What follows belongs to an exercise in optimizing a design on an open flow for small area, a short achievable clock period and few clock cycles per item; a production flow would make more cautious choices. Where RTL was checked, it was by simulation tests only, not by an equivalence proof against the original. For runs 3 to 7, only the layout was checked, not whether the RTL still works. Power and IR drop assume default switching activity.

[flow/design.v]
package pe_pkg;
    localparam int DATA_W = 16;
    localparam int CFG_W = 8;
    localparam int SPAD_DEPTH = 12;
    localparam int SPAD_AW = 4;
    localparam int IN_FIFO_DEPTH = 4;
    localparam int OUT_FIFO_DEPTH = 6;
endpackage
module booth_tree (
    input  logic [15:0] a,
    input  logic [7:0]  neg,
    input  logic [7:0]  one,
    input  logic [7:0]  two,
    input  logic [15:0] x,
    output logic [36:0] pv
);
    logic [16:0] a2;
    assign a2 = {a, 1'b0};
    logic [15:0] pp0;
    assign pp0 = (({16{one[0]}} & a[15:0]) | ({16{two[0]}} & a2[15:0])) ^ {16{neg[0]}};
    logic [13:0] pp1;
    assign pp1 = (({14{one[1]}} & a[13:0]) | ({14{two[1]}} & a2[13:0])) ^ {14{neg[1]}};
    logic [11:0] pp2;
    assign pp2 = (({12{one[2]}} & a[11:0]) | ({12{two[2]}} & a2[11:0])) ^ {12{neg[2]}};
    logic [9:0] pp3;
    assign pp3 = (({10{one[3]}} & a[9:0]) | ({10{two[3]}} & a2[9:0])) ^ {10{neg[3]}};
    logic [7:0] pp4;
    assign pp4 = (({8{one[4]}} & a[7:0]) | ({8{two[4]}} & a2[7:0])) ^ {8{neg[4]}};
    logic [5:0] pp5;
    assign pp5 = (({6{one[5]}} & a[5:0]) | ({6{two[5]}} & a2[5:0])) ^ {6{neg[5]}};
    logic [3:0] pp6;
    assign pp6 = (({4{one[6]}} & a[3:0]) | ({4{two[6]}} & a2[3:0])) ^ {4{neg[6]}};
    logic [1:0] pp7;
    assign pp7 = (({2{one[7]}} & a[1:0]) | ({2{two[7]}} & a2[1:0])) ^ {2{neg[7]}};
    wire t1 = neg[0] ^ x[0];
    wire t2 = neg[0] & x[0];
    wire t3 = x[1] ^ t2;
    wire t4 = x[1] & t2;
    wire t5 = neg[1] ^ x[2] ^ pp0[2];
    wire t6 = (neg[1] & x[2]) | (neg[1] & pp0[2]) | (x[2] & pp0[2]);
    wire t7 = pp1[0] ^ t4;
    wire t8 = pp1[0] & t4;
    wire t9 = x[3] ^ pp0[3] ^ pp1[1];
    wire t10 = (x[3] & pp0[3]) | (x[3] & pp1[1]) | (pp0[3] & pp1[1]);
    wire t11 = t6 ^ t8;
    wire t12 = t6 & t8;
    wire t13 = neg[2] ^ x[4] ^ pp0[4];
    wire t14 = (neg[2] & x[4]) | (neg[2] & pp0[4]) | (x[4] & pp0[4]);
    wire t15 = pp1[2] ^ pp2[0] ^ t10;
    wire t16 = (pp1[2] & pp2[0]) | (pp1[2] & t10) | (pp2[0] & t10);
    wire t17 = t13 ^ t12;
    wire t18 = t13 & t12;
    wire t19 = x[5] ^ pp0[5] ^ pp1[3];
    wire t20 = (x[5] & pp0[5]) | (x[5] & pp1[3]) | (pp0[5] & pp1[3]);
    wire t21 = pp2[1] ^ t14 ^ t19;
    wire t22 = (pp2[1] & t14) | (pp2[1] & t19) | (t14 & t19);
    wire t23 = t16 ^ t18;
    wire t24 = t16 & t18;
    wire t25 = neg[3] ^ x[6] ^ pp0[6];
    wire t26 = (neg[3] & x[6]) | (neg[3] & pp0[6]) | (x[6] & pp0[6]);
    wire t27 = pp1[4] ^ pp2[2] ^ pp3[0];
    wire t28 = (pp1[4] & pp2[2]) | (pp1[4] & pp3[0]) | (pp2[2] & pp3[0]);
    wire t29 = t20 ^ t25 ^ t27;
    wire t30 = (t20 & t25) | (t20 & t27) | (t25 & t27);
    wire t31 = t22 ^ t29;
    wire t32 = t22 & t29;
    wire t33 = x[7] ^ pp0[7] ^ pp1[5];
    wire t34 = (x[7] & pp0[7]) | (x[7] & pp1[5]) | (pp0[7] & pp1[5]);
    wire t35 = pp2[3] ^ pp3[1] ^ t26;
    wire t36 = (pp2[3] & pp3[1]) | (pp2[3] & t26) | (pp3[1] & t26);
    wire t37 = t28 ^ t33 ^ t30;
    wire t38 = (t28 & t33) | (t28 & t30) | (t33 & t30);
    wire t39 = t35 ^ t32;
    wire t40 = t35 & t32;
    wire t41 = neg[4] ^ x[8] ^ pp0[8];
    wire t42 = (neg[4] & x[8]) | (neg[4] & pp0[8]) | (x[8] & pp0[8]);
    wire t43 = pp1[6] ^ pp2[4] ^ pp3[2];
    wire t44 = (pp1[6] & pp2[4]) | (pp1[6] & pp3[2]) | (pp2[4] & pp3[2]);
    wire t45 = pp4[0] ^ t34 ^ t41;
    wire t46 = (pp4[0] & t34) | (pp4[0] & t41) | (t34 & t41);
    wire t47 = t43 ^ t36 ^ t45;
    wire t48 = (t43 & t36) | (t43 & t45) | (t36 & t45);
    wire t49 = t38 ^ t40;
    wire t50 = t38 & t40;
    wire t51 = x[9] ^ pp0[9] ^ pp1[7];
    wire t52 = (x[9] & pp0[9]) | (x[9] & pp1[7]) | (pp0[9] & pp1[7]);
    wire t53 = pp2[5] ^ pp3[3] ^ pp4[1];
    wire t54 = (pp2[5] & pp3[3]) | (pp2[5] & pp4[1]) | (pp3[3] & pp4[1]);
    wire t55 = t42 ^ t44 ^ t51;
    wire t56 = (t42 & t44) | (t42 & t51) | (t44 & t51);
    wire t57 = t53 ^ t46 ^ t55;
    wire t58 = (t53 & t46) | (t53 & t55) | (t46 & t55);
    wire t59 = t48 ^ t57;
    wire t60 = t48 & t57;
    wire t61 = neg[5] ^ x[10] ^ pp0[10];
    wire t62 = (neg[5] & x[10]) | (neg[5] & pp0[10]) | (x[10] & pp0[10]);
    wire t63 = pp1[8] ^ pp2[6] ^ pp3[4];
    wire t64 = (pp1[8] & pp2[6]) | (pp1[8] & pp3[4]) | (pp2[6] & pp3[4]);
    wire t65 = pp4[2] ^ pp5[0] ^ t52;
    wire t66 = (pp4[2] & pp5[0]) | (pp4[2] & t52) | (pp5[0] & t52);
    wire t67 = t54 ^ t61 ^ t63;
    wire t68 = (t54 & t61) | (t54 & t63) | (t61 & t63);
    wire t69 = t56 ^ t65 ^ t67;
    wire t70 = (t56 & t65) | (t56 & t67) | (t65 & t67);
    wire t71 = t58 ^ t69;
    wire t72 = t58 & t69;
    wire t73 = x[11] ^ pp0[11] ^ pp1[9];
    wire t74 = (x[11] & pp0[11]) | (x[11] & pp1[9]) | (pp0[11] & pp1[9]);
    wire t75 = pp2[7] ^ pp3[5] ^ pp4[3];
    wire t76 = (pp2[7] & pp3[5]) | (pp2[7] & pp4[3]) | (pp3[5] & pp4[3]);
    wire t77 = pp5[1] ^ t62 ^ t64;
    wire t78 = (pp5[1] & t62) | (pp5[1] & t64) | (t62 & t64);
    wire t79 = t73 ^ t75 ^ t66;
    wire t80 = (t73 & t75) | (t73 & t66) | (t75 & t66);
    wire t81 = neg[6] ^ x[12] ^ pp0[12];
    wire t82 = (neg[6] & x[12]) | (neg[6] & pp0[12]) | (x[12] & pp0[12]);
    wire t83 = pp1[10] ^ pp2[8] ^ pp3[6];
    wire t84 = (pp1[10] & pp2[8]) | (pp1[10] & pp3[6]) | (pp2[8] & pp3[6]);
    wire t85 = pp4[4] ^ pp5[2] ^ pp6[0];
    wire t86 = (pp4[4] & pp5[2]) | (pp4[4] & pp6[0]) | (pp5[2] & pp6[0]);
    wire t87 = t74 ^ t76 ^ t81;
    wire t88 = (t74 & t76) | (t74 & t81) | (t76 & t81);
    wire t89 = t83 ^ t85 ^ t78;
    wire t90 = (t83 & t85) | (t83 & t78) | (t85 & t78);
    wire t91 = t87 ^ t80;
    wire t92 = t87 & t80;
    wire t93 = x[13] ^ pp0[13] ^ pp1[11];
    wire t94 = (x[13] & pp0[13]) | (x[13] & pp1[11]) | (pp0[13] & pp1[11]);
    wire t95 = pp2[9] ^ pp3[7] ^ pp4[5];
    wire t96 = (pp2[9] & pp3[7]) | (pp2[9] & pp4[5]) | (pp3[7] & pp4[5]);
    wire t97 = pp5[3] ^ pp6[1] ^ t82;
    wire t98 = (pp5[3] & pp6[1]) | (pp5[3] & t82) | (pp6[1] & t82);
    wire t99 = t84 ^ t86 ^ t93;
    wire t100 = (t84 & t86) | (t84 & t93) | (t86 & t93);
    wire t101 = t95 ^ t88 ^ t97;
    wire t102 = (t95 & t88) | (t95 & t97) | (t88 & t97);
    wire t103 = neg[7] ^ x[14] ^ pp0[14];
    wire t104 = (neg[7] & x[14]) | (neg[7] & pp0[14]) | (x[14] & pp0[14]);
    wire t105 = pp1[12] ^ pp2[10] ^ pp3[8];
    wire t106 = (pp1[12] & pp2[10]) | (pp1[12] & pp3[8]) | (pp2[10] & pp3[8]);
    wire t107 = pp4[6] ^ pp5[4] ^ pp6[2];
    wire t108 = (pp4[6] & pp5[4]) | (pp4[6] & pp6[2]) | (pp5[4] & pp6[2]);
    wire t109 = pp7[0] ^ t94 ^ t96;
    wire t110 = (pp7[0] & t94) | (pp7[0] & t96) | (t94 & t96);
    wire t111 = t103 ^ t105 ^ t107;
    wire t112 = (t103 & t105) | (t103 & t107) | (t105 & t107);
    wire t113 = t98 ^ t100 ^ t109;
    wire t114 = (t98 & t100) | (t98 & t109) | (t100 & t109);
    wire t115 = t111 ^ t102;
    wire t116 = t111 & t102;
    wire t117 = x[15] ^ pp0[15];
    wire t118 = pp1[13] ^ pp2[11];
    wire t119 = pp3[9] ^ pp4[7];
    wire t120 = pp5[5] ^ pp6[3];
    wire t121 = pp7[1] ^ t117;
    wire t122 = t118 ^ t119;
    wire t123 = t120 ^ t121;
    wire t124 = t122 ^ t104;
    wire t125 = t106 ^ t108;
    wire t126 = t123 ^ t124;
    wire t127 = t125 ^ t126;
    wire t128 = t110 ^ t112;
    wire t129 = t127 ^ t128;
    wire t130 = t129 ^ t114;
    assign pv[0] = pp0[0];
    assign pv[1] = t1;
    assign pv[2] = pp0[1];
    assign pv[3] = t3;
    assign pv[4] = t5;
    assign pv[5] = t7;
    assign pv[6] = t9;
    assign pv[7] = t11;
    assign pv[8] = t15;
    assign pv[9] = t17;
    assign pv[10] = t21;
    assign pv[11] = t23;
    assign pv[12] = t24;
    assign pv[13] = t31;
    assign pv[14] = t37;
    assign pv[15] = t39;
    assign pv[16] = t47;
    assign pv[17] = t49;
    assign pv[18] = t50;
    assign pv[19] = t59;
    assign pv[20] = t60;
    assign pv[21] = t71;
    assign pv[22] = t68;
    assign pv[23] = t77;
    assign pv[24] = t79;
    assign pv[25] = t70;
    assign pv[26] = t72;
    assign pv[27] = t89;
    assign pv[28] = t91;
    assign pv[29] = t99;
    assign pv[30] = t90;
    assign pv[31] = t101;
    assign pv[32] = t92;
    assign pv[33] = t113;
    assign pv[34] = t115;
    assign pv[35] = t130;
    assign pv[36] = t116;
endmodule
module acc_tree (
    input  logic [15:0] acc,
    input  logic [36:0] pv,
    output logic [15:0] s,
    output logic [15:0] c
);
    wire u131 = acc[0] ^ pv[0];
    wire u132 = acc[0] & pv[0];
    wire u133 = acc[1] ^ pv[2] ^ pv[3];
    wire u134 = (acc[1] & pv[2]) | (acc[1] & pv[3]) | (pv[2] & pv[3]);
    wire u135 = acc[2] ^ pv[4] ^ pv[5];
    wire u136 = (acc[2] & pv[4]) | (acc[2] & pv[5]) | (pv[4] & pv[5]);
    wire u137 = acc[3] ^ pv[6] ^ pv[7];
    wire u138 = (acc[3] & pv[6]) | (acc[3] & pv[7]) | (pv[6] & pv[7]);
    wire u139 = acc[4] ^ pv[8] ^ pv[9];
    wire u140 = (acc[4] & pv[8]) | (acc[4] & pv[9]) | (pv[8] & pv[9]);
    wire u141 = acc[5] ^ pv[10] ^ pv[11];
    wire u142 = (acc[5] & pv[10]) | (acc[5] & pv[11]) | (pv[10] & pv[11]);
    wire u143 = acc[6] ^ pv[12] ^ pv[13];
    wire u144 = (acc[6] & pv[12]) | (acc[6] & pv[13]) | (pv[12] & pv[13]);
    wire u145 = acc[7] ^ pv[14] ^ pv[15];
    wire u146 = (acc[7] & pv[14]) | (acc[7] & pv[15]) | (pv[14] & pv[15]);
    wire u147 = acc[8] ^ pv[16] ^ pv[17];
    wire u148 = (acc[8] & pv[16]) | (acc[8] & pv[17]) | (pv[16] & pv[17]);
    wire u149 = acc[9] ^ pv[18] ^ pv[19];
    wire u150 = (acc[9] & pv[18]) | (acc[9] & pv[19]) | (pv[18] & pv[19]);
    wire u151 = acc[10] ^ pv[20] ^ pv[21];
    wire u152 = (acc[10] & pv[20]) | (acc[10] & pv[21]) | (pv[20] & pv[21]);
    wire u153 = acc[11] ^ pv[22] ^ pv[23];
    wire u154 = (acc[11] & pv[22]) | (acc[11] & pv[23]) | (pv[22] & pv[23]);
    wire u155 = pv[24] ^ pv[25] ^ pv[26];
    wire u156 = (pv[24] & pv[25]) | (pv[24] & pv[26]) | (pv[25] & pv[26]);
    wire u157 = u152 ^ u153;
    wire u158 = u152 & u153;
    wire u159 = acc[12] ^ pv[27] ^ pv[28];
    wire u160 = (acc[12] & pv[27]) | (acc[12] & pv[28]) | (pv[27] & pv[28]);
    wire u161 = u154 ^ u156 ^ u159;
    wire u162 = (u154 & u156) | (u154 & u159) | (u156 & u159);
    wire u163 = acc[13] ^ pv[29] ^ pv[30];
    wire u164 = (acc[13] & pv[29]) | (acc[13] & pv[30]) | (pv[29] & pv[30]);
    wire u165 = pv[31] ^ pv[32] ^ u160;
    wire u166 = (pv[31] & pv[32]) | (pv[31] & u160) | (pv[32] & u160);
    wire u167 = u163 ^ u162;
    wire u168 = u163 & u162;
    wire u169 = acc[14] ^ pv[33] ^ pv[34];
    wire u170 = (acc[14] & pv[33]) | (acc[14] & pv[34]) | (pv[33] & pv[34]);
    wire u171 = u164 ^ u169 ^ u166;
    wire u172 = (u164 & u169) | (u164 & u166) | (u169 & u166);
    wire u173 = acc[15] ^ pv[35];
    wire u174 = pv[36] ^ u173;
    wire u175 = u174 ^ u170;
    assign s[0] = pv[1];
    assign c[0] = u131;
    assign s[1] = u132;
    assign c[1] = u133;
    assign s[2] = u134;
    assign c[2] = u135;
    assign s[3] = u136;
    assign c[3] = u137;
    assign s[4] = u138;
    assign c[4] = u139;
    assign s[5] = u140;
    assign c[5] = u141;
    assign s[6] = u142;
    assign c[6] = u143;
    assign s[7] = u144;
    assign c[7] = u145;
    assign s[8] = u146;
    assign c[8] = u147;
    assign s[9] = u148;
    assign c[9] = u149;
    assign s[10] = u150;
    assign c[10] = u151;
    assign s[11] = u155;
    assign c[11] = u157;
    assign s[12] = u158;
    assign c[12] = u161;
    assign s[13] = u165;
    assign c[13] = u167;
    assign s[14] = u168;
    assign c[14] = u171;
    assign s[15] = u175;
    assign c[15] = u172;
endmodule
module mac_core (
    input  logic        clk,
    input  logic [15:0] a,
    input  logic [7:0]  neg,
    input  logic [7:0]  one,
    input  logic [7:0]  two,
    input  logic [15:0] x,
    input  logic [15:0] acc,
    output logic [15:0] s,
    output logic [15:0] c
);
    logic [36:0] pv, pv_r;
    booth_tree t1 (.a(a), .neg(neg), .one(one), .two(two), .x(x), .pv(pv));
    always_ff @(posedge clk)
        pv_r <= pv;
    acc_tree t2 (.acc(acc), .pv(pv_r), .s(s), .c(c));
endmodule
module pe_top (
    input  logic                      clk,
    input  logic                      rstn,
    input  logic [pe_pkg::CFG_W-1:0]  filter_size,
    input  logic                      iact_write_en,
    input  logic [pe_pkg::DATA_W-1:0] data_iact_in,
    output logic                      iact_ready,
    input  logic                      weight_write_en,
    input  logic [pe_pkg::DATA_W-1:0] data_weight_in,
    output logic                      weight_ready,
    input  logic                      psum_write_en,
    input  logic [pe_pkg::DATA_W-1:0] data_psum_in,
    output logic                      psum_ready,
    input  logic                      psum_read_en,
    output logic [pe_pkg::DATA_W-1:0] data_psum_out,
    output logic                      psum_out_valid
);
    logic [15:0] a_r, p_r;
    logic [7:0]  neg_r, one_r, two_r;    
    logic        va, vb, vp;
    logic [16:0] w_ext;
    logic [7:0]  w_neg, w_one, w_two;
    assign w_ext = {data_weight_in, 1'b0};
    always_comb begin
        for (int k = 0; k < 8; k++) begin
            w_neg[k] = w_ext[2*k+2];
            w_one[k] = w_ext[2*k+1] ^ w_ext[2*k];
            w_two[k] = (w_ext[2*k+2] & ~w_ext[2*k+1] & ~w_ext[2*k])
                     | (~w_ext[2*k+2] & w_ext[2*k+1] & w_ext[2*k]);
        end
    end
    logic        first_r;      
    logic [3:0]  rem;          
    logic        last_r;       
    logic        v2;           
    logic        first2;       
    logic        last2;        
    logic        out_v;        
    logic        en_r;         
    logic        prdy_r;       
    logic        fire;
    assign fire   = va && vb && en_r;
    assign iact_ready   = !va || fire;
    assign weight_ready = !vb || fire;
    assign psum_ready   = prdy_r;
    always_ff @(posedge clk) begin
        if (iact_ready)   a_r <= data_iact_in;
        if (weight_ready) begin
            neg_r <= w_neg;
            one_r <= w_one;
            two_r <= w_two;
        end
        if (psum_ready)   p_r <= data_psum_in;
    end
    logic        va_n, vb_n, vp_n, first_n, last_n, out_v_n, en_n;
    logic [3:0]  rem_n;
    logic [3:0]  fs_m1;
    assign fs_m1   = filter_size[3:0] - 4'd1;
    assign va_n    = iact_ready   ? iact_write_en   : va;
    assign vb_n    = weight_ready ? weight_write_en : vb;
    assign vp_n    = psum_ready   ? psum_write_en   : vp;
    assign first_n = fire ? last_r : first_r;
    assign rem_n   = first_n ? fs_m1 : (fire ? rem - 4'd1 : rem);
    assign last_n  = (rem_n == 4'd0);
    assign out_v_n = (v2 && last2) || (out_v && !psum_read_en);
    assign en_n    = (!first_n || (vp_n && !(fire && first_r)))
                     && (!last_n || (!out_v_n && !(fire && last_r)));
    always_ff @(posedge clk) begin
        if (!rstn) begin
            va      <= 1'b0;
            vb      <= 1'b0;
            vp      <= 1'b0;
            first_r <= 1'b1;
            v2      <= 1'b0;
            out_v   <= 1'b0;
            en_r    <= 1'b0;
            prdy_r  <= 1'b1;
        end else begin
            va      <= va_n;
            vb      <= vb_n;
            vp      <= vp_n;
            first_r <= first_n;
            v2      <= fire;
            out_v   <= out_v_n;
            en_r    <= en_n;
            prdy_r  <= !vp_n || (fire && first_r);
        end
    end
    always_ff @(posedge clk) begin
        rem    <= rem_n;
        last_r <= last_n;
    end
    logic [15:0] acc, out_r;
    logic [15:0] sum;
    logic [15:0] acc_s, acc_c;
    mac_core mac (
        .clk (clk),
        .a   (a_r),
        .neg (neg_r),
        .one (one_r),
        .two (two_r),
        .x   (first_r ? p_r : 16'd0),
        .acc (acc),
        .s   (acc_s),
        .c   (acc_c)
    );
    always_ff @(posedge clk) begin
        if (fire) begin
            first2 <= first_r;
            last2  <= last_r;
        end
    end
    assign sum = acc_s + acc_c;
    always_ff @(posedge clk) begin
        if (!rstn || (v2 && last2))
            acc <= '0;
        else if (v2)
            acc <= sum;
        if (v2 && last2)
            out_r <= sum;
    end
    assign psum_out_valid = out_v;
    assign data_psum_out  = out_r;
endmodule
[flow/flow/run.sh]
#!/bin/bash
# The standard layout, with plain buffers on the ports.
set -euo pipefail
export BUFFER_PORTS_ARGS="-buffer_cell sky130_fd_sc_hd__buf_1"
bash standard.sh finish > standard.log 2>&1
[flow/standard.sh]
#!/bin/bash
# synth_recipe.tcl (not shown) runs the flow's synth.tcl, then flattens the netlist and writes it again
# the make line also repeats each setting of config.mk as NAME=value (left out here)
make -C /OpenROAD-flow-scripts/flow DESIGN_CONFIG=/design/flow/config.mk WORK_HOME=/design/flow/orfs CLKGATE_MAP_FILE= SYNTH_SCRIPT=/design/flow/synth_recipe.tcl "${@:-finish}"
[flow/config.mk]
export PLATFORM = sky130hd
export DESIGN_NAME = pe_top
export DESIGN_NICKNAME = pe_top
export VERILOG_FILES = /design/flow/design.v
export SDC_FILE = /design/flow/constraint.sdc
export NUM_CORES = 4
export LEC_CHECK = 0
export CAP_MARGIN = 20
export CORE_MARGIN = 2
export CORE_UTILIZATION = 40
export SETUP_SLACK_MARGIN = 4.0
export SLEW_MARGIN = 20
[flow/constraint.sdc]
create_clock -name core_clock -period 7.0 [get_ports {clk}]
set_input_delay 1.4000 -clock core_clock [delete_from_list [all_inputs] [get_ports {clk}]]
set_output_delay 1.4000 -clock core_clock [all_outputs]
set_load 0.01 [all_outputs]
==> results.toml, run 1 <==
[logic_synthesis]
yosysMostFrequentCell = "inv_1"
yosysWarningCount = 2
syn_nets = 866
synthDistinctLibCells = 51
synthTopCellsByCount = "inv_1, edfxtp_1, xnor2_1"
synth-edff-count = 73
ys_seq_area_share_pct = 42.7
synthCells = 707
yosys.area.top_type = "edfxtp_1"
synth_compound_area_share_pct = 11.4
synthXorXnorAreaFrac_pct = 12.1
synthSimpleGateAreaFrac_pct = 6.69
synth_top_family_by_area = "adder cells"
ys_seq_elements = 139
avgSynthCellArea_um2 = 11.6
netlist_area_um2 = 8230
synthFlopType = "edfxtp_1"
muxShareOfSynthArea_pct = 1.03
yosys.area_share.adder_pct = 20.6
synth.top_cell.area_share_pct = 26.6
yosys-top-cells-area = "edfxtp_1, dfxtp_1, fa_1, xnor2_1, a22oi_1"
async_flop_share_pct = 0

[timing]
setup_viol = 0
worst_hold_slack_ps = 480
fmax_mhz = 329
finClkSkew_ps = 10.8
fin_setup_tns_ps = 0
worst_slack_ps = 3960
fin_crit_sh_pct = 43.4
rsz0062_at_grt = "true"
hold_viol = 0
maxSlewHeadroom_pct = 45.8
slew_violations = 0
min_period_ps = 3040
max_slew.worst_pin.slew_ps = 812

[layout]
final_net_count = 988
fin_area_um2 = 10100
antennaDiodeCount = 0
fillers = 1780
area_growth_pct = 22.8
layout-drive-gt1-share_pct = 19.0

[grt]
grt_usage_pct = 16.6
grt_pass1_wl_um = 27600
grt-ovfl-total = 0
grt_pass1_vias = 5441
grt_max_degree = 26
antenna_found_initial = 0

[floorplanning]
core_um2 = 20200
fp.dieW_um = 147
die_area_um2 = 21700
num_rows = 52
initial_core_util_pct = 40.7
pin_count = 82
die_y_um = 147

[clocking]
numCtsBuffers = 17
h-tree-depth = 4
clkLatencyLatePin_ps = 430
clockBufferDepth = 2
cts_num_sinks = 139
cts.reportedPaths.clkPinSlew_ps = 60
cts_root_buf = "clkbuf_16"
tritoncts = "yes"
ctsHoldBuffers = 0

[worst_setup_path]
r2r_end = "mac.pv_r[35]"
criticalPathCategory = "reg -> reg"
path_delay_family = "adder cells"
reg2reg_depth = 10
critPathMaxFanout = 5
rr_startpoint = "a_r[10]"
critPathBufInv = 0
cp-start-kind = "flop"
arrival_ps = 3390
crit_top_cell = "xnor2_1"
max_stage_delay_ps = 510
cp-end-kind = "flop"
path_cells = "a22oi_2 -> xnor2_2 -> fa_2 -> fa_2 -> fa_2 -> xnor2_2 -> xnor2_1 -> xnor2_1 -> xnor2_1 -> xnor2_1"
r2r_setup_slack_ps = 3960
critPathSlowestCell = "edfxtp_1"
required_ps = 7350

[outcome]
status = "complete, no violations"

[power]
p_per_area_nw_per_um2 = 412
power.total_mw = 4.16
power.leakage_nw = 4.04
ir_worst_vdd_uv = 222

[routing]
dr.pass1.iters = 5
antenna_left = 0
via_per_inst = 4.90
wirelength_um = 17000
drc = 0
first_iter_violations = 266
via_count = 5452
wl_per_cell_um = 15.3

[job]
maxCapViolCount = 0

[place]
post_dp_cell_area_um2 = 8750
place_congestion = 0.815
place_ws_ps = 3580
portBuffers = 77
hpwlAfterDp_um = 12100

[worst_hold_path]
holdPathStages = 2
min_from = "acc[1]"
whs_endpoint = "acc[1]"
hold_path_class = "reg -> reg"
## how the worst max path moves through the flow
stage,depth (start not counted),end,startpoint,slack (ps)
floorplan,11,mac.pv_r[35],two_r[0],4000
global placement,9,mac.pv_r[35],neg_r[1],3610
detailed placement,9,mac.pv_r[35],neg_r[1],3580
CTS,11,mac.pv_r[35],a_r[0],3870
global route,10,mac.pv_r[35],two_r[1],3800
finish,10,mac.pv_r[35],a_r[10],3960
## stage by stage
step	cells	util (%)
2_1_floorplan	707	-
3_3_place_gp	1021	43.2
3_5_place_dp	1021	43.2
4_1_cts	1086	47.8
5_1_grt	1112	49.9
6_report	1112	49.9
## registers in the layout, indices dropped and copies added (netlist names), 4 cells and up
name      cells
neg_r         8
two_r         8
rem           4
a_r          16
acc          16
p_r          16
out_r        16
mac.pv_r     37
one_r         8
## cells in the final DEF (no fill, tap or decap), types with 9 or more instances in the layout
| master | count |
|---|---|
| ha_1 | 27 |
| xor2_1 | 43 |
| o21ai_0 | 14 |
| edfxtp_1 | 73 |
| xnor2_1 | 63 |
| fa_1 | 55 |
| nor2_1 | 15 |
| clkbuf_16 | 19 |
| a21oi_1 | 18 |
| buf_1 | 77 |
| inv_1 | 73 |
| a22oi_1 | 48 |
| fa_2 | 9 |
| nand2_1 | 30 |
| buf_4 | 51 |
| a22oi_2 | 17 |
| nand2b_1 | 12 |
| dfxtp_1 | 63 |
| and2_1 | 12 |
| buf_6 | 9 |
## area by class of cell
type                            count  area [µm²]  share of cell area [%]
Tap cell                          270         338                    3.34
Clock buffer                       20         479                    4.74
Timing Repair Buffer              138         793                    7.85
Sequential cell                   139        3520                    34.8
Multi-Input combinational cell    452        4510                    44.6
Clock inverter                     12         159                    1.57
Inverter                           81         309                    3.06
## cells by family after synthesis
group,after synthesis
AO/OA/AOI/OAI,130
XOR/XNOR,114
adder cells (fa/ha/maj),97
buffers and inverters,116
flip-flops,139
multiplexers,8
AND/OR/NAND/NOR,103
## worst min-delay path, delay by kind of cell, from the launching register on
family / cells / cell delay, ps
DFF: 1 / 310
and+or+nand+nor: 1 / 80
AOI/OAI and AO/OA: 1 / 40
## per-layer routing
layer	share of wire, %	up-vias	track usage [%]
li1	-	2645	-
met1	44	2612	21.1
met2	47	154	26.4
met3	4.4	41	3.27
met4	4.9	0	9.62
met5	0	-	0
## power breakdown
group | internal (mW) | switching [mW] | total [mW]
clock | 0.605 | 0.354 | 0.958
sequential | 1.09 | 0.0847 | 1.18
combinational | 0.906 | 1.12 | 2.02
## repair_timing
action,in CTS,in global routing
gates resized for setup,10,56
pin swaps,2,38
endpoints found under the setup margin,10,11
setup buffers,33,26
Testbench counts, summed over its fixed seeds: cycles 18,441, rows 2,394.
==> run 2, diff against run 1 <==
==> flow/flow/run.sh (replaced) <==
#!/bin/bash
# The standard layout, with plain buffers on the ports.
set -euo pipefail
export BUFFER_PORTS_ARGS="-buffer_cell sky130_fd_sc_hd__buf_2"
bash standard.sh finish > standard.log 2>&1
==> run 2 against run 1 <==
  * Register-to-register slack worse by 50 ps
  * Global-route usage barely moved
  * Area after synthesis is the same
  * Critical path depth down 1
  * Synthesized cell count is the same
  * Total power rose by 0.32%
  * First-iteration DRC count rose by 33%
==> results.toml, run 2 <==
[logic_synthesis]
synthTopCellsByCount = "inv_1, edfxtp_1, xnor2_1"
yosys-top-cells-area = "edfxtp_1, dfxtp_1, fa_1, xnor2_1, a22oi_1"
synthFlopType = "edfxtp_1"
synthXorXnorAreaFrac_pct = 12.1
synth_top_family_by_area = "adder cells"
netlist_area_um2 = 8230
synth-edff-count = 73
synthDistinctLibCells = 51
ys_seq_elements = 139
synth_compound_area_share_pct = 11.4
yosys.area_share.adder_pct = 20.6
yosysMostFrequentCell = "inv_1"
ys_seq_area_share_pct = 42.7
synthCells = 707
async_flop_share_pct = 0
synth.top_cell.area_share_pct = 26.6
syn_nets = 866
avgSynthCellArea_um2 = 11.6
yosys.area.top_type = "edfxtp_1"
muxShareOfSynthArea_pct = 1.03
yosysWarningCount = 2
synthSimpleGateAreaFrac_pct = 6.69

[clocking]
numCtsBuffers = 17
clkLatencyLatePin_ps = 430
h-tree-depth = 4
cts.reportedPaths.clkPinSlew_ps = 60
cts_num_sinks = 139
clockBufferDepth = 2
cts_root_buf = "clkbuf_16"
tritoncts = "yes"

[routing]
dr.pass1.iters = 5
first_iter_violations = 354
wl_per_cell_um = 15.5
via_count = 5514
antenna_left = 0
via_per_inst = 4.89
drc = 0
wirelength_um = 17500

[timing]
hold_viol = 0
fin_setup_tns_ps = 0
fin_crit_sh_pct = 44.1
setup_viol = 0
finClkSkew_ps = 12.5
maxSlewHeadroom_pct = 62.7
max_slew.worst_pin.slew_ps = 559
min_period_ps = 3090
fmax_mhz = 324
rsz0062_at_grt = "true"
slew_violations = 0

[place]
place_congestion = 0.799
hpwlAfterDp_um = 12200
portBuffers = 77
dp.cells = 1021

[worst_setup_path]
cp-start-kind = "flop"
critPathBufInv = 3
arrival_ps = 3400
critPathMaxFanout = 6
required_ps = 7310
criticalPathCategory = "reg -> reg"
critPathSlowestCell = "fa_2"
path_cells = "buf_6 -> buf_6 -> a22oi_2 -> xor2_1 -> fa_1 -> fa_2 -> inv_1 -> fa_1 -> ha_1"
path_delay_family = "adder cells"
max_stage_delay_ps = 540
cp-end-kind = "flop"

[power]
p_per_area_nw_per_um2 = 406
ir_worst_vdd_uv = 207
power.leakage_nw = 4.32

[layout]
most-common-layout-cells = "inv_1, buf_2, edfxtp_1"
antennaDiodeCount = 0
largest_register = "mac.pv_r"
multiInputGateArea_um2 = 4480
stdcell_count = 1127
area_growth_pct = 25.0
seq_area_um2 = 3520
fillers = 1767
final_common_cell = "inv_1"
largest_reg_flops = 37
final_net_count = 1003
layout-drive-gt1-share_pct = 28.0

[floorplanning]
die_y_um = 147
die_area_um2 = 21700
num_rows = 52
pin_count = 82
fp.dieW_um = 147
initial_core_util_pct = 40.7
core_um2 = 20200

[outcome]
status = "complete, no violations"

[grt]
antenna_found_initial = 0
grt_pass1_wl_um = 27700
grt_usage_pct = 16.5
grt_max_degree = 26
grt-ovfl-total = 0
grt_pass1_vias = 5374

[worst_hold_path]
hold_path_class = "reg -> reg"

[job]
maxCapViolCount = 0
-- run 2: per-layer routing --
| metal | global-route usage [%] | part of all wire, % | up-vias |
|---|---|---|---|
| met2 | 27.5 | 48 | 150 |
| met1 | 21.3 | 45 | 2657 |
| li1 | - | - | 2676 |
| met3 | 3.43 | 3.8 | 31 |
| met5 | 0 | 0 | - |
| met4 | 6.59 | 3.2 | 0 |
-- run 2: final timing paths --
path,end,from,depth (start not counted),slack (ps)
worst min register to register,acc[1],acc[1],2,490
worst max-delay path,mac.pv_r[19],one_r[1],9,3910
worst max register to register,mac.pv_r[19],one_r[1],9,3910
worst min-delay path,acc[1],acc[1],2,490
-- run 2: kinds of logic (layout without fill, tap and decap cells) --
group,Yosys count,after routing
AOI/OAI and AO/OA,130,130
xor gates and xnor gates,114,114
DFF,139,139
buffers and inverters,116,266
adders and majority gates,97,97
muxes,8,8
and+or+nand+nor,103,103
-- run 2: per-stage QoR --
step	util, %	hold WS, ps	power [mW]	cell area [µm²]	worst slack, ps
floorplan	-	456	2.62	8270	4000
global placement	43.7	465	3.02	8850	3600
detailed placement	43.7	480	3.04	8850	3530
CTS	48.5	490	4.06	9820	3820
global route	50.8	500	4.55	10300	3830
finish	50.8	486	4.17	10300	3910
-- run 2: worst min-delay path, stage by stage, from the launching register on --
cell and delay (ps):
dfxtp_1 310, nor2_1 80, a211oi_1 50
-- run 2: timing repair --
action | 4_1_cts | 5_1_grt
buffers inserted | 39 | 35
hold buffers | 0 | 0
resized for setup | 11 | 42
endpoints found under the setup margin | 11 | 11
pin swaps | 3 | 33
-- run 2: power breakdown --
part | internal (mW) | switching, mW
Combinational | 0.930 | 1.11
Sequential | 1.09 | 0.0832
Clock | 0.604 | 0.352
-- run 2: cell type report --
class / count / area share (%)
sequential: 139 / 34.2
inverter: 81 / 3.00
clock buffer: 20 / 4.66
clock inverter: 12 / 1.54
multi-input combinational: 452 / 43.5
tap: 270 / 3.28
timing repair buffer: 153 / 9.78
==> run 3, diff against run 2 <==
--- a/flow/design.v
+++ b/flow/design.v
@@ -341,6 +341,7 @@
     logic        out_v;        
     logic        en_r;         
     logic        prdy_r;       
+    logic        rst_q;        
     logic        fire;
     assign fire   = va && vb && en_r;
     assign iact_ready   = !va || fire;
@@ -364,7 +365,8 @@
     assign vp_n    = psum_ready   ? psum_write_en   : vp;
     assign first_n = fire ? last_r : first_r;
     assign rem_n   = first_n ? fs_m1 : (fire ? rem - 4'd1 : rem);
-    assign last_n  = (rem_n == 4'd0);
+    assign last_n  = first_n ? (filter_size[3:0] == 4'd1)
+                             : (rem == (fire ? 4'd1 : 4'd0));
     assign out_v_n = (v2 && last2) || (out_v && !psum_read_en);
     assign en_n    = (!first_n || (vp_n && !(fire && first_r)))
                      && (!last_n || (!out_v_n && !(fire && last_r)));
@@ -390,6 +392,7 @@
         end
     end
     always_ff @(posedge clk) begin
+        rst_q  <= !rstn;
         rem    <= rem_n;
         last_r <= last_n;
     end
@@ -415,7 +418,7 @@
     end
     assign sum = acc_s + acc_c;
     always_ff @(posedge clk) begin
-        if (!rstn || (v2 && last2))
+        if (rst_q || (v2 && last2))
             acc <= '0;
         else if (v2)
             acc <= sum;
==> flow/run.sh (new file) <==
#!/bin/bash
# synth_recipe.tcl (not shown) runs the flow's synth.tcl, then flattens the netlist and writes it again
# the make line also repeats each setting of config.mk as NAME=value (left out here)
make -C /OpenROAD-flow-scripts/flow DESIGN_CONFIG=/design/flow/config.mk WORK_HOME=/design/flow/orfs CLKGATE_MAP_FILE= SYNTH_SCRIPT=/design/flow/synth_recipe.tcl finish
removed: flow/flow/run.sh
removed: flow/standard.sh
==> run 3 against run 2 <==
  * Still clean
  * Combinational power increased by 6%
  * Total power increased by 2.9%
  * Flip-flop and latch count increased by 1
  * Largest cell class unchanged
==> results.toml, run 3 <==
[worst_hold_path]
whs_endpoint = "acc[11]"
min_from = "acc[11]"
holdPathStages = 1
hold_path_class = "reg -> reg"

[grt]
antenna_found_initial = 0
use_met2_pct = 29.7
grt-ovfl-total = 0
grt_use_met1_pct = 20.8
grt_max_degree = 26
busiest_layer = "met2"
grt_pass1_vias = 5870
grt_usage_pct = 17.3
use_met3_pct = 3.50
grt_pass1_wl_um = 29600

[clocking]
numCtsBuffers = 17
clockBufferDepth = 2
tritoncts = "yes"
cts.reportedPaths.clkPinSlew_ps = 60
clkLatencyLatePin_ps = 420
cts_root_buf = "clkbuf_16"
h-tree-depth = 4
cts_num_sinks = 140

[layout]
antennaDiodeCount = 0
layout-drive-gt1-share_pct = 18.5
largest_reg_flops = 37
final_net_count = 1002
final_util_pct = 52.7
area_growth_pct = 28.9
most-common-layout-cells = "inv_1, edfxtp_1, clkdlybuf4s50_1"
stdcell_count = 1125
largest_register = "mac.pv_r"

[timing]
fin_crit_sh_pct = 43.0
rsz0062_at_grt = "true"
max_slew.worst_pin.slew_ps = 773
hold_viol = 0
slew_violations = 0
fin_setup_tns_ps = 0
fmax_mhz = 333
finClkSkew_ps = 9.03
min_period_ps = 3010
setup_viol = 0
maxSlewHeadroom_pct = 48.3

[place]
portBuffers = 77
dp.cells = 1022
place_congestion = 0.854
hpwlAfterDp_um = 12700

[routing]
wirelength_um = 18100
via_per_inst = 5.06
drc = 0
antenna_left = 0
via_count = 5692
first_iter_violations = 364
dr.pass1.iters = 5
wl_per_cell_um = 16.1

[power]
p_per_area_nw_per_um2 = 401
ir_worst_vdd_uv = 195
power.leakage_nw = 4.31

[worst_setup_path]
cp-end-kind = "flop"
path_cells = "buf_4 -> a22oi_2 -> xnor2_2 -> fa_1 -> fa_1 -> inv_1 -> fa_1 -> inv_1 -> ha_1"
r2r_setup_slack_ps = 3990
critPathBufInv = 3
crit_top_cell = "fa_1"
cp-start-kind = "flop"
arrival_ps = 3310
required_ps = 7300
reg2reg_depth = 9
critPathSlowestCell = "fa_1"
rr_startpoint = "a_r[9]"
r2r_end = "mac.pv_r[21]"
critPathMaxFanout = 6
path_delay_family = "adder cells"
max_stage_delay_ps = 520
criticalPathCategory = "reg -> reg"

[logic_synthesis]
synth.top_cell.area_share_pct = 27.8
async_flop_share_pct = 0
synthFlopType = "edfxtp_1"
ys_seq_elements = 140
ys_seq_area_share_pct = 43.0
yosys.area.top_type = "edfxtp_1"
yosysWarningCount = 2
avgSynthCellArea_um2 = 11.7
synthDistinctLibCells = 55
netlist_area_um2 = 8300
yosys-top-cells-area = "edfxtp_1, fa_1, dfxtp_1, xnor2_1, a22oi_1"
synthCells = 707
synthTopCellsByCount = "edfxtp_1, inv_1, xnor2_1"
syn_nets = 867
synth-edff-count = 77

[floorplanning]
pin_count = 82
fp.dieW_um = 148
die_area_um2 = 21900
initial_core_util_pct = 40.9
die_y_um = 148
core_um2 = 20300
num_rows = 52

[outcome]
status = "complete, no violations"

[job]
maxCapViolCount = 0
[run 3: cell count changes after synthesis, moves of 4 or more]
cell / before / now
nand2b_1: 12 / 7
nor2_1: 15 / 22
o211ai_1: 4 / 0
o21ai_1: 0 / 5
a21oi_2: 0 / 4
xnor2_1: 70 / 66
edfxtp_1: 73 / 77
[run 3: layout make-up]
class,count,area [µm²]
tap,270,338
clock buffer,18,439
sequential,140,3590
multi-input combinational,455,4480
inverter,77,289
clock inverter,14,190
timing repair buffer,151,1380
fill,1758,9600
[run 3: what timing repair did]
item,in CTS,in global routing
endpoints found under the hold margin,0,0
gates cloned,0,1
pin swaps,14,14
setup buffers,48,22
hold buffers,0,0
resized for setup,23,28
setup endpoints to repair,13,16
[run 3: where the power goes]
part | total (mW) | internal [mW] | switching, mW
sequential | 1.19 | 1.10 | 0.0874
clock | 0.950 | 0.606 | 0.345
combinational | 2.16 | 0.984 | 1.17
total | 4.29 | 2.69 | 1.60
[run 3: how the worst max path moves through the flow]
stage,depth (start not counted),startpoint,slack (ps),end
finish,9,a_r[9],3990,mac.pv_r[21]
global route,11,two_r[1],3870,mac.pv_r[35]
CTS,4,va,3990,weight_ready
detailed placement,9,neg_r[0],3660,mac.pv_r[35]
global placement,9,neg_r[0],3650,mac.pv_r[35]
floorplan,11,two_r[0],4000,mac.pv_r[35]
[run 3: cell families (layout without fill, tap and decap cells)]
group           after synthesis  in the layout  synth area share, %
fa+ha+maj                    98             98                 20.6
flops                       140            140                 43.0
buf+inv                     112            260                 5.26
simple gates                103            103                 6.56
compound gates              130            130                 11.3
xor+xnor                    114            114                 12.1
mux                          10             10                 1.22
[run 3: stage by stage]
step                worst slack, ps  hold slack (ps)  total power [mW]  cell area, µm²
floorplan                      4000              442              2.70            8340
global placement               3650              453              3.10            9300
detailed placement             3660              474              3.17            9300
CTS                            3990              493              4.25           10400
global route                   3870              508              4.63           10700
finish                         3990              491              4.29           10700
[run 3: worst register-to-register path: stages, from the launching register on]
cell,delay [ps]
edfxtp_1,510
buf_4,190
a22oi_2,230
xnor2_2,160
fa_1,470
fa_1,520
inv_1,50
fa_1,470
inv_1,40
ha_1,260
[run 3: metal layers]
layer | vias to the layer above | share of wire [%]
li1 | 2690 | -
met1 | 2783 | 42
met2 | 181 | 51
met3 | 38 | 4.3
met4 | 0 | 3.4
met5 | - | 0
==> run 4, diff against run 3 <==
--- a/flow/config.mk
+++ b/flow/config.mk
@@ -8,5 +8,5 @@
 export CAP_MARGIN = 20
 export CORE_MARGIN = 2
 export CORE_UTILIZATION = 40
-export SETUP_SLACK_MARGIN = 4.0
+export SETUP_SLACK_MARGIN = 3.0
 export SLEW_MARGIN = 20
==> run 4 against run 3 <==
  * Still clean on timing, DRC and antenna
  * Final cell count decreased by 6.3%
  * Critical path depth shrank 5
  * Setup slack worse by 580 ps
  * Total power shrank 4.5%
  * Global-route usage is 1.6 points lower
  * Count of clock-buffer cells in the layout increased by 2
  * Critical path type is now reg -> out
  * Largest power group unchanged
  * Highest routed layer unchanged
==> results.toml, run 4 <==
[clocking]
clockBufferDepth = 2
postCtsSetupBuffers = 0
cts_root_buf = "clkbuf_16"
clkLatencyLatePin_ps = 420
cts_num_sinks = 140
numCtsBuffers = 17
h-tree-depth = 4
cts_resized = 0
tritoncts = "yes"
cts.reportedPaths.clkPinSlew_ps = 50
ctsHoldBuffers = 0

[worst_setup_path]
reg2reg_depth = 9
critPathMaxFanout = 25
r2r_setup_slack_ps = 3580
cp-start-kind = "flop"
required_ps = 5600
r2r_end = "mac.pv_r[35]"
criticalPathCategory = "reg -> out"
arrival_ps = 2180
cp-end-kind = "primary output"
rr_startpoint = "neg_r[0]"

[logic_synthesis]
synthFlopType = "edfxtp_1"
synth-edff-count = 77
synth.top_cell.area_share_pct = 27.8
yosys.area.top_type = "edfxtp_1"
synthTopCellsByCount = "edfxtp_1, inv_1, xnor2_1"
ys_seq_elements = 140
synthDistinctLibCells = 55
yosys-top-cells-area = "edfxtp_1, fa_1, dfxtp_1, xnor2_1, a22oi_1"
netlist_area_um2 = 8300
synthCells = 707
async_flop_share_pct = 0
ys_seq_area_share_pct = 43.0
syn_nets = 867
avgSynthCellArea_um2 = 11.7
yosysWarningCount = 2

[routing]
via_per_inst = 4.99
drc = 0
wl_per_cell_um = 15.3
via_count = 5260
dr.pass1.iters = 5
wirelength_um = 16200
first_iter_violations = 275
antenna_left = 0

[worst_hold_path]
whs_endpoint = "acc[11]"
hold_path_class = "reg -> reg"
min_from = "acc[11]"
holdPathStages = 1

[layout]
area_growth_pct = 19.4
final_util_pct = 48.8
layout-drive-gt1-share_pct = 5.99
antennaDiodeCount = 0
final_net_count = 931
largest_reg_flops = 37
fillers = 1851
most-common-layout-cells = "inv_1, edfxtp_1, clkdlybuf4s50_1"
largest_register = "mac.pv_r"

[power]
ir_worst_vdd_uv = 190
p_per_area_nw_per_um2 = 414
power.total_mw = 4.10
power.leakage_nw = 3.93

[timing]
min_period_ps = 3580
fin_setup_tns_ps = 0
fmax_mhz = 279
hold_viol = 0
maxSlewHeadroom_pct = 38.9
setup_viol = 0
fin_crit_sh_pct = 51.2
finClkSkew_ps = 9.55
worst_hold_slack_ps = 475
rsz0062_at_grt = "false"
max_slew.worst_pin.slew_ps = 916
slew_violations = 0

[place]
portBuffers = 77
hpwlAfterDp_um = 12600
place_congestion = 0.844

[floorplanning]
initial_core_util_pct = 40.9
die_area_um2 = 21900
core_um2 = 20300
die_y_um = 148
num_rows = 52
pin_count = 82
fp.dieW_um = 148

[grt]
grt-ovfl-total = 0
grt_pass1_wl_um = 26800
grt_max_degree = 26
grt_pass1_vias = 5423
antenna_found_initial = 0
grt_usage_pct = 15.6

[outcome]
status = "complete, no violations"

[job]
maxCapViolCount = 0
-- run 4: changes by cell type in the layout (fill, tap and decap cells not counted), moves of 3 or more --
cell	before	now
buf_4	66	3
xnor2_1	63	66
fa_1	60	64
dfxtp_2	4	0
fa_2	4	0
a22oi_2	15	1
a22oi_1	50	64
dfxtp_1	57	63
xnor2_2	3	0
clkinvlp_4	3	0
buf_6	6	0
inv_6	3	0
-- run 4: how the worst max path moves through the flow --
| stage | start | to | slack [ps] | cells after the start |
|---|---|---|---|---|
| 6_report | vb | weight_ready | 3420 | 4 |
| 5_1_grt | vb | weight_ready | 3230 | 4 |
| 4_1_cts | vb | weight_ready | 3390 | 4 |
| 3_5_place_dp | neg_r[0] | mac.pv_r[35] | 3550 | 9 |
| 3_3_place_gp | neg_r[0] | mac.pv_r[35] | 3580 | 9 |
| 2_1_floorplan | one_r[0] | mac.pv_r[35] | 3830 | 12 |
-- run 4: cells by family (layout without fill, tap and decap cells) --
logic type / Yosys count / after routing / synth area share [%]
multiplexers: 10 / 10 / 1.22
AND/OR/NAND/NOR: 103 / 103 / 6.56
XOR/XNOR: 114 / 114 / 12.1
adder cells (fa/ha/maj): 98 / 98 / 20.6
buffers and inverters: 112 / 189 / 5.26
AO/OA/AOI/OAI: 130 / 130 / 11.3
flip-flops: 140 / 140 / 43.0
-- run 4: critical path, stage by stage (launching register included) --
cell and delay [ps]:
dfxtp_1 360, nand3_1 310, nand2_1 160, buf_4 310, clkdlybuf4s50_1 600
-- run 4: metal layers --
metal,GRT usage [%],routed length [µm],vias up
li1,-,-,2535
met1,19.3,7020,2548
met4,6.10,388,0
met2,26.7,8050,151
met5,0,0,-
met3,3.68,718,26
-- run 4: where the power goes --
| part | switching, mW | leakage (nW) | total [mW] | internal (mW) |
|---|---|---|---|---|
| clock | 0.336 | 0.308 | 0.950 | 0.614 |
| sequential | 0.110 | 1.29 | 1.21 | 1.10 |
| combinational | 1.08 | 2.33 | 1.94 | 0.864 |
-- run 4: layout make-up --
class                      count  area, µm²  area share, %
tap                          270        338           3.41
clock inverter                12        166           1.68
clock buffer                  20        458           4.62
sequential                   140       3570           36.1
inverter                      77        289           2.92
multi-input combinational    455       4290           43.3
timing repair buffer          80        793           8.00
-- run 4: stage by stage --
stage,area [µm²],instances,setup slack (ps)
3_3_place_gp,9290,1022,3580
6_report,9910,1054,3420
2_1_floorplan,8300,707,3830
5_1_grt,9910,1054,3230
3_5_place_dp,9290,1022,3550
4_1_cts,9910,1054,3390
==> run 5, diff against run 4 <==
--- a/flow/config.mk
+++ b/flow/config.mk
@@ -8,5 +8,5 @@
 export CAP_MARGIN = 20
 export CORE_MARGIN = 2
 export CORE_UTILIZATION = 40
-export SETUP_SLACK_MARGIN = 3.0
+export SETUP_SLACK_MARGIN = 3.5
 export SLEW_MARGIN = 20
==> run 5 against run 4 <==
  * Still clean
  * Non-clock buffer count rose by 7
  * Area after synthesis stayed put
  * Die area did not move
  * Maximum frequency is 6.3% higher
  * Sequential share of layout area down 0.26 points
  * Clock power barely moved
  * Critical path type unchanged
  * Largest cell class unchanged
==> results.toml, run 5 <==
[place]
dp.cells = 1022
hpwlAfterDp_um = 12600
post_dp_cell_area_um2 = 9290
place_congestion = 0.844
portBuffers = 77

[worst_setup_path]
cp-start-kind = "flop"
critPathSlowestCell = "dfxtp_1"
criticalPathCategory = "reg -> out"
required_ps = 5600
cp-end-kind = "primary output"
critPathMaxFanout = 18
max_stage_delay_ps = 870
critPathBufInv = 1
path_delay_family = "flip-flops"
arrival_ps = 1970
path_cells = "clkdlybuf4s50_1"

[floorplanning]
fp.dieW_um = 148
die_area_um2 = 21900
num_rows = 52
core_um2 = 20300
die_y_um = 148
initial_core_util_pct = 40.9
pin_count = 82

[grt]
antenna_found_initial = 0
grt_usage_pct = 15.6
grt_max_degree = 26
grt-ovfl-total = 0
grt_pass1_vias = 5423
grt_pass1_wl_um = 26800

[layout]
final_net_count = 938
largest_register = "mac.pv_r"
stdcell_count = 1061
largest_reg_flops = 37
final_util_pct = 49.2
fin_area_um2 = 9980
fillers = 1839
antennaDiodeCount = 0
most-common-layout-cells = "inv_1, edfxtp_1, clkdlybuf4s50_1"
layout-drive-gt1-share_pct = 7.08
area_growth_pct = 20.2

[logic_synthesis]
synth.top_cell.area_share_pct = 27.8
synthDistinctLibCells = 55
ys_seq_elements = 140
synthTopCellsByCount = "edfxtp_1, inv_1, xnor2_1"
yosys.area.top_type = "edfxtp_1"
synth-edff-count = 77
synthCells = 707
async_flop_share_pct = 0
avgSynthCellArea_um2 = 11.7
synthFlopType = "edfxtp_1"
yosys-top-cells-area = "edfxtp_1, fa_1, dfxtp_1, xnor2_1, a22oi_1"
ys_seq_area_share_pct = 43.0
syn_nets = 867
netlist_area_um2 = 8300
yosysWarningCount = 2

[clocking]
clockBufferDepth = 2
cts_num_sinks = 140
tritoncts = "yes"
ctsHoldBuffers = 0
numCtsBuffers = 17
cts.reportedPaths.clkPinSlew_ps = 60
clkLatencyLatePin_ps = 420
cts_root_buf = "clkbuf_16"
h-tree-depth = 4

[timing]
max_slew.worst_pin.slew_ps = 837
fmax_mhz = 296
min_period_ps = 3370
rsz0062_at_grt = "true"
maxSlewHeadroom_pct = 44.1
fin_crit_sh_pct = 48.2
slew_violations = 0
fin_setup_tns_ps = 0
finClkSkew_ps = 9.28
hold_viol = 0
setup_viol = 0

[power]
p_per_area_nw_per_um2 = 412
power.leakage_nw = 3.96
ir_worst_vdd_uv = 193
power.total_mw = 4.11

[outcome]
status = "complete, no violations"

[routing]
drc = 0
wirelength_um = 16200
via_count = 5269
antenna_left = 0
via_per_inst = 4.97
wl_per_cell_um = 15.3
dr.pass1.iters = 5
first_iter_violations = 261

[worst_hold_path]
hold_path_class = "reg -> reg"

[job]
maxCapViolCount = 0
[run 5: per-layer routing]
| metal | GRT usage, % | vias to the layer above | share of wire (%) | wire length (µm) |
|---|---|---|---|---|
| met5 | 0 | - | 0 | 0 |
| li1 | - | 2550 | - | - |
| met2 | 26.7 | 130 | 50 | 8070 |
| met4 | 6.10 | 0 | 2.4 | 397 |
| met3 | 3.68 | 28 | 3.6 | 582 |
| met1 | 19.3 | 2561 | 44 | 7190 |
[run 5: cells by family (layout without fill, tap and decap cells)]
logic type / Yosys count / in the layout / share of synthesized area [%]
muxes: 10 / 10 / 1.22
DFF: 140 / 140 / 43.0
and+or+nand+nor: 103 / 103 / 6.56
AOI/OAI and AO/OA: 130 / 130 / 11.3
adders and majority gates: 98 / 98 / 20.6
buffers and inverters: 112 / 196 / 5.26
xor gates and xnor gates: 114 / 114 / 12.1
[run 5: report_power, final]
part           switching [mW]  total, mW  internal, mW
clock network           0.336      0.950         0.614
logic                    1.09       1.95         0.868
registers               0.106       1.21          1.10
total                    1.53       4.11          2.58
[run 5: stage by stage]
stage / hold slack, ps / setup WS [ps]
2_1_floorplan: 442 / 3830
3_3_place_gp: 453 / 3580
3_5_place_dp: 464 / 3550
4_1_cts: 478 / 3500
5_1_grt: 504 / 3460
6_report: 474 / 3630
[run 5: repair_timing]
| item | 4_1_cts | 5_1_grt |
|---|---|---|
| gates resized for setup | 2 | 2 |
| endpoints found under the hold margin | 0 | 0 |
| cloned | 0 | 0 |
| buffers inserted | 0 | 7 |
| endpoints found under the setup margin | 2 | 2 |
[run 5: area by class of cell]
| type | count | area (µm²) | area share (%) |
|---|---|---|---|
| multi-input combinational | 455 | 4310 | 43.2 |
| sequential | 140 | 3570 | 35.8 |
| timing repair buffer | 87 | 850 | 8.51 |
| clock buffer | 20 | 458 | 4.59 |
| tap | 270 | 338 | 3.38 |
| inverter | 77 | 289 | 2.90 |
| clock inverter | 12 | 166 | 1.67 |
[run 5: worst paths after layout]
kind	depth (start not counted)	endpoint	startpoint	slack, ps
setup / recovery	1	psum_ready	prdy_r	3630
hold / removal	1	acc[11]	acc[11]	470
setup reg to reg	10	mac.pv_r[35]	one_r[0]	3700
hold reg to reg	1	acc[11]	acc[11]	470
==> run 6, diff against run 5 <==
--- a/flow/config.mk
+++ b/flow/config.mk
@@ -8,5 +8,5 @@
 export CAP_MARGIN = 20
 export CORE_MARGIN = 2
 export CORE_UTILIZATION = 40
-export SETUP_SLACK_MARGIN = 3.5
+export SETUP_SLACK_MARGIN = 4.5
 export SLEW_MARGIN = 20
==> run 6 against run 5 <==
  * Still clean
  * Total power increased by 19%
  * Final cell count is 8.6% higher
  * Sequential share of layout area is 4.0 points lower
  * Critical path type is now reg -> reg
  * Largest cell class unchanged
  * Largest power group unchanged
==> results.toml, run 6 <==
[place]
place_congestion = 0.891
portBuffers = 77
hpwlAfterDp_um = 12600
place_ws_ps = 3660

[clocking]
cts_num_sinks = 140
cts.reportedPaths.clkPinSlew_ps = 60
clockBufferDepth = 2
cts_root_buf = "clkbuf_16"
clkLatencyLatePin_ps = 430
h-tree-depth = 4
tritoncts = "yes"
numCtsBuffers = 17

[timing]
setup_viol = 0
rsz0062_at_grt = "true"
hold_viol = 0
fmax_mhz = 328
maxSlewHeadroom_pct = 52.3
slew_violations = 0
worst_slack_ps = 3950
fin_crit_sh_pct = 43.5
max_slew.worst_pin.slew_ps = 696
min_period_ps = 3050
fin_setup_tns_ps = 0
finClkSkew_ps = 14.1

[layout]
final_common_cell = "buf_4"
largest_register = "mac.pv_r"
final_net_count = 1029
multiInputGateArea_um2 = 4900
seq_area_um2 = 3590
most-common-layout-cells = "buf_4, edfxtp_1, inv_1"
layout-drive-gt1-share_pct = 28.3
largest_reg_flops = 37
area_growth_pct = 36.1
antennaDiodeCount = 0
fillers = 1635

[worst_setup_path]
path_cells = "buf_4 -> a22oi_2 -> xor2_1 -> fa_1 -> inv_2 -> fa_1 -> inv_1 -> fa_2 -> inv_1 -> ha_2"
max_stage_delay_ps = 550
cp-end-kind = "flop"
arrival_ps = 3410
required_ps = 7360
path_delay_family = "adder cells"
criticalPathCategory = "reg -> reg"
critPathSlowestCell = "edfxtp_1"
critPathBufInv = 4
critPathMaxFanout = 6
cp-start-kind = "flop"

[grt]
grt_usage_pct = 17.8
grt_pass1_vias = 6059
grt_max_degree = 24
antenna_found_initial = 0
grt-ovfl-total = 0
grt_pass1_wl_um = 30400

[logic_synthesis]
synthDistinctLibCells = 55
ys_seq_elements = 140
yosys.area.top_type = "edfxtp_1"
yosysWarningCount = 2
ys_seq_area_share_pct = 43.0
yosys-top-cells-area = "edfxtp_1, fa_1, dfxtp_1, xnor2_1, a22oi_1"
netlist_area_um2 = 8300
synthTopCellsByCount = "edfxtp_1, inv_1, xnor2_1"
syn_nets = 867
synthFlopType = "edfxtp_1"
async_flop_share_pct = 0
avgSynthCellArea_um2 = 11.7
synthCells = 707
synth.top_cell.area_share_pct = 27.8
synth-edff-count = 77

[floorplanning]
die_area_um2 = 21900
core_um2 = 20300
num_rows = 52
initial_core_util_pct = 40.9
fp.dieW_um = 148
pin_count = 82
die_y_um = 148

[routing]
dr.pass1.iters = 5
wirelength_um = 18800
drc = 0
via_count = 5837
via_per_inst = 5.07
first_iter_violations = 376
wl_per_cell_um = 16.3
antenna_left = 0

[outcome]
status = "complete, no violations"

[power]
power.total_mw = 4.89
ir_worst_vdd_uv = 304
p_per_area_nw_per_um2 = 433
power.leakage_nw = 4.50

[worst_hold_path]
hold_path_class = "reg -> reg"

[job]
maxCapViolCount = 0
## run 6: changes by cell type in the layout (fill, tap and decap cells not counted), sizes merged, moves of 2 or more
cell	previous run	this run
clkinvlp	0	3
buf	10	102
dlygate4sd2	0	11
clkdlybuf4s50	77	57
bufinv	4	2
clkdlybuf4s15	0	7
## run 6: worst paths after layout
| kind | start | cells past startpoint | slack (ps) | endpoint |
|---|---|---|---|---|
| setup reg to reg | a_r[6] | 10 | 3950 | mac.pv_r[21] |
| hold / removal | acc[11] | 1 | 490 | acc[11] |
| setup / recovery | a_r[6] | 10 | 3950 | mac.pv_r[21] |
| hold reg to reg | acc[11] | 1 | 490 | acc[11] |
## run 6: logic make-up (layout without fill, tap and decap cells)
group / count (synthesis) / count (layout) / share of synthesized area (%)
XOR/XNOR: 114 / 114 / 12.1
AND/OR/NAND/NOR: 103 / 104 / 6.56
AO/OA/AOI/OAI: 130 / 130 / 11.3
multiplexers: 10 / 10 / 1.22
adder cells (fa/ha/maj): 98 / 98 / 20.6
buffers and inverters: 112 / 286 / 5.26
flip-flops: 140 / 140 / 43.0
## run 6: report_power, final
| part | internal [mW] | switching [mW] | total, mW |
|---|---|---|---|
| Combinational | 1.42 | 1.41 | 2.83 |
| Clock | 0.531 | 0.340 | 0.871 |
| Sequential | 1.10 | 0.0870 | 1.19 |
| Total | 3.06 | 1.84 | 4.89 |
## run 6: routing by layer
layer	track usage, %	vias to the layer above	part of all wire (%)
met1	21.8	2839	42
met4	9.24	0	4.0
met5	0	-	0
met3	3.28	53	4.4
li1	-	2736	-
met2	30.2	209	50
## run 6: metrics by stage
stage | cell area, µm² | utilization, % | std cells | hold WS (ps)
floorplan | 8440 | - | 707 | 442
global placement | 9360 | 46.1 | 1021 | 454
detailed placement | 9360 | 46.1 | 1021 | 482
CTS | 11000 | 54.1 | 1131 | 493
global route | 11300 | 55.7 | 1152 | 510
finish | 11300 | 55.7 | 1152 | 487
## run 6: area by class of cell
cell class	instances	area share, %
tap	270	2.99
multi-input combinational	456	43.3
inverter	77	2.56
sequential	140	31.8
timing repair buffer	177	14.3
clock inverter	11	1.07
clock buffer	21	3.99
## run 6: worst register-to-register path: cells and delay by family, from the launching register on
family                     cells  cell delay [ps]
AOI/OAI and AO/OA              1              140
xor gates and xnor gates       1              120
buffers and inverters          4              350
adders and majority gates      4             1810
DFF                            1              550
## run 6: repair_timing
action / CTS / global route
hold buffers: 0 / 0
endpoints found under the setup margin: 59 / 41
buffers inserted: 77 / 21
gates resized for setup: 134 / 38
pin swaps: 62 / 35
gates cloned: 1 / 0
==> run 7, diff against run 6 <==
--- a/flow/config.mk
+++ b/flow/config.mk
@@ -8,5 +8,4 @@
 export CAP_MARGIN = 20
 export CORE_MARGIN = 2
 export CORE_UTILIZATION = 40
-export SETUP_SLACK_MARGIN = 4.5
 export SLEW_MARGIN = 20
==> run 7 against run 6 <==
  * Still clean on timing, DRC and antenna
  * First-iteration DRC count shrank 27%
  * Final cell count fell by 8.5%
  * Critical path type is now reg -> out
  * Wire length is 14% lower
==> results.toml, run 7 <==
[outcome]
status = "complete, no violations"

[logic_synthesis]
yosys.area.top_type = "edfxtp_1"
synthFlopType = "edfxtp_1"
netlist_area_um2 = 8300
yosys-top-cells-area = "edfxtp_1, fa_1, dfxtp_1, xnor2_1, a22oi_1"
synth.top_cell.area_share_pct = 27.8
async_flop_share_pct = 0
yosysWarningCount = 2
synthDistinctLibCells = 55
synthCells = 707
avgSynthCellArea_um2 = 11.7
ys_seq_elements = 140
synthTopCellsByCount = "edfxtp_1, inv_1, xnor2_1"
syn_nets = 867
synth-edff-count = 77
ys_seq_area_share_pct = 43.0

[timing]
fin_crit_sh_pct = 51.2
setup_viol = 0
max_slew.worst_pin.slew_ps = 916
fin_setup_tns_ps = 0
slew_violations = 0
finClkSkew_ps = 9.55
worst_hold_slack_ps = 475
maxSlewHeadroom_pct = 38.9
fmax_mhz = 279
hold_viol = 0
rsz0062_at_grt = "false"
min_period_ps = 3580

[layout]
antennaDiodeCount = 0
largest_register = "mac.pv_r"
largest_reg_flops = 37
stdcell_count = 1054
layout-drive-gt1-share_pct = 5.99
final_util_pct = 48.8
fillers = 1851
most-common-layout-cells = "inv_1, edfxtp_1, clkdlybuf4s50_1"
fin_area_um2 = 9910
seq_area_um2 = 3570
final_net_count = 931
area_growth_pct = 19.4
multiInputGateArea_um2 = 4290

[worst_setup_path]
cp-end-kind = "primary output"
cp-start-kind = "flop"
required_ps = 5600
arrival_ps = 2180
criticalPathCategory = "reg -> out"
critPathMaxFanout = 25

[routing]
via_per_inst = 4.99
via_count = 5260
wl_per_cell_um = 15.3
dr.pass1.iters = 5
antenna_left = 0
drc = 0
wirelength_um = 16200
first_iter_violations = 275

[power]
ir_worst_vdd_uv = 190
power.leakage_nw = 3.93
p_per_area_nw_per_um2 = 414

[grt]
grt_pass1_vias = 5423
grt_pass1_wl_um = 26800
antenna_found_initial = 0
grt_max_degree = 26
grt-ovfl-total = 0
grt_usage_pct = 15.6

[clocking]
tritoncts = "yes"
clkLatencyLatePin_ps = 420
cts_root_buf = "clkbuf_16"
ctsHoldBuffers = 0
numCtsBuffers = 17
cts_resized = 0
clockBufferDepth = 2
cts_num_sinks = 140
h-tree-depth = 4
postCtsSetupBuffers = 0
cts.reportedPaths.clkPinSlew_ps = 50

[floorplanning]
pin_count = 82
initial_core_util_pct = 40.9
core_um2 = 20300
fp.dieW_um = 148
die_y_um = 148
num_rows = 52
die_area_um2 = 21900

[place]
place_congestion = 0.844
post_dp_cell_area_um2 = 9290
dp.cells = 1022
portBuffers = 77
hpwlAfterDp_um = 12600

[worst_hold_path]
hold_path_class = "reg -> reg"

[job]
maxCapViolCount = 0
[run 7: cell types whose count changed in the layout (fill, tap and decap cells not counted), moves of 11 or more]
cell / before / now
buf_4: 78 / 3
buf_6: 21 / 0
clkdlybuf4s50_1: 57 / 77
ha_1: 14 / 34
ha_4: 18 / 0
fa_1: 47 / 64
fa_2: 17 / 0
a22oi_1: 48 / 64
a22oi_2: 17 / 1
inv_1: 65 / 77
inv_2: 12 / 0
dlygate4sd2_1: 11 / 0
[run 7: layout make-up]
cell class	count	area share (%)
multi-input cells	455	43.3
flip-flops and latches	140	36.1
repair buffers	80	8.00
clock buffers	20	4.62
well taps	270	3.41
inverters	77	2.92
clock inverters	12	1.68
[run 7: where the power goes]
part	switching, mW	internal [mW]	leakage (nW)
Sequential	0.110	1.10	1.29
Combinational	1.08	0.864	2.33
Clock	0.336	0.614	0.308
Total	1.52	2.58	3.93
[run 7: layer usage]
metal	routed length [µm]	GRT usage, %	vias to the layer above
met2	8050	26.7	151
li1	-	-	2535
met5	0	0	-
met4	388	6.10	0
met3	718	3.68	26
met1	7020	19.3	2548
[run 7: critical path, cell delays in order (launching register included)]
cell and delay (ps):
dfxtp_1 360, nand3_1 310, nand2_1 160, buf_4 310
clkdlybuf4s50_1 600
[run 7: cell families after synthesis]
logic type                 synth area share, %
AOI/OAI and AO/OA                         11.3
xor gates and xnor gates                  12.1
adders and majority gates                 20.6
buffers and inverters                     5.26
DFF                                       43.0
muxes                                     1.22
and+or+nand+nor                           6.56
[run 7: worst paths after layout]
check,cells after the start,slack [ps],to,from
setup / recovery,4,3420,weight_ready,vb
hold / removal,1,480,acc[11],acc[11]
setup reg to reg,9,3580,mac.pv_r[35],neg_r[0]
hold reg to reg,1,480,acc[11],acc[11]
[run 7: metrics by stage]
step / total power, mW / setup slack (ps)
3_5_place_dp: 3.16 / 3550
4_1_cts: 4.13 / 3390
3_3_place_gp: 3.10 / 3580
6_report: 4.10 / 3420
5_1_grt: 4.43 / 3230
2_1_floorplan: 2.70 / 3830

[what the ideal ports hide]
Ports are ideal in the flow. The routed layouts listed here were re-timed in OpenROAD. Step 1 assumes that a clkbuf_16 drives the clock port and a buf_2 every other input. Step 2 also shifts input and output timing later by t, the mid clock arrival at the registers, as if the neighbouring blocks saw the same clock. Slacks: no drivers / after step 1 / after step 2; pairs: no drivers / after step 1.
run	t (ns)	setup slack, ns	slew at the worst register clock pin (ns)
run 1	0.475	3.963 / 3.963 / 3.919	0.06 / 0.06
run 2	0.467	3.914 / 3.914 / 3.914	0.06 / 0.06
run 3	0.460	3.993 / 3.993 / 3.993	0.06 / 0.06
run 4	0.464	3.416 / 3.372 / 3.584	0.06 / 0.06
run 5	0.463	3.627 / 3.584 / 3.703	0.06 / 0.06
run 6	0.466	3.952 / 3.952 / 3.952	0.06 / 0.06
run 7	0.464	3.416 / 3.372 / 3.584	0.06 / 0.06
After both steps setup and hold are still met in every run listed. The setup slack of run 1, which loses most, moves by 0.000 ns with the drivers and by -0.044 ns with both steps.
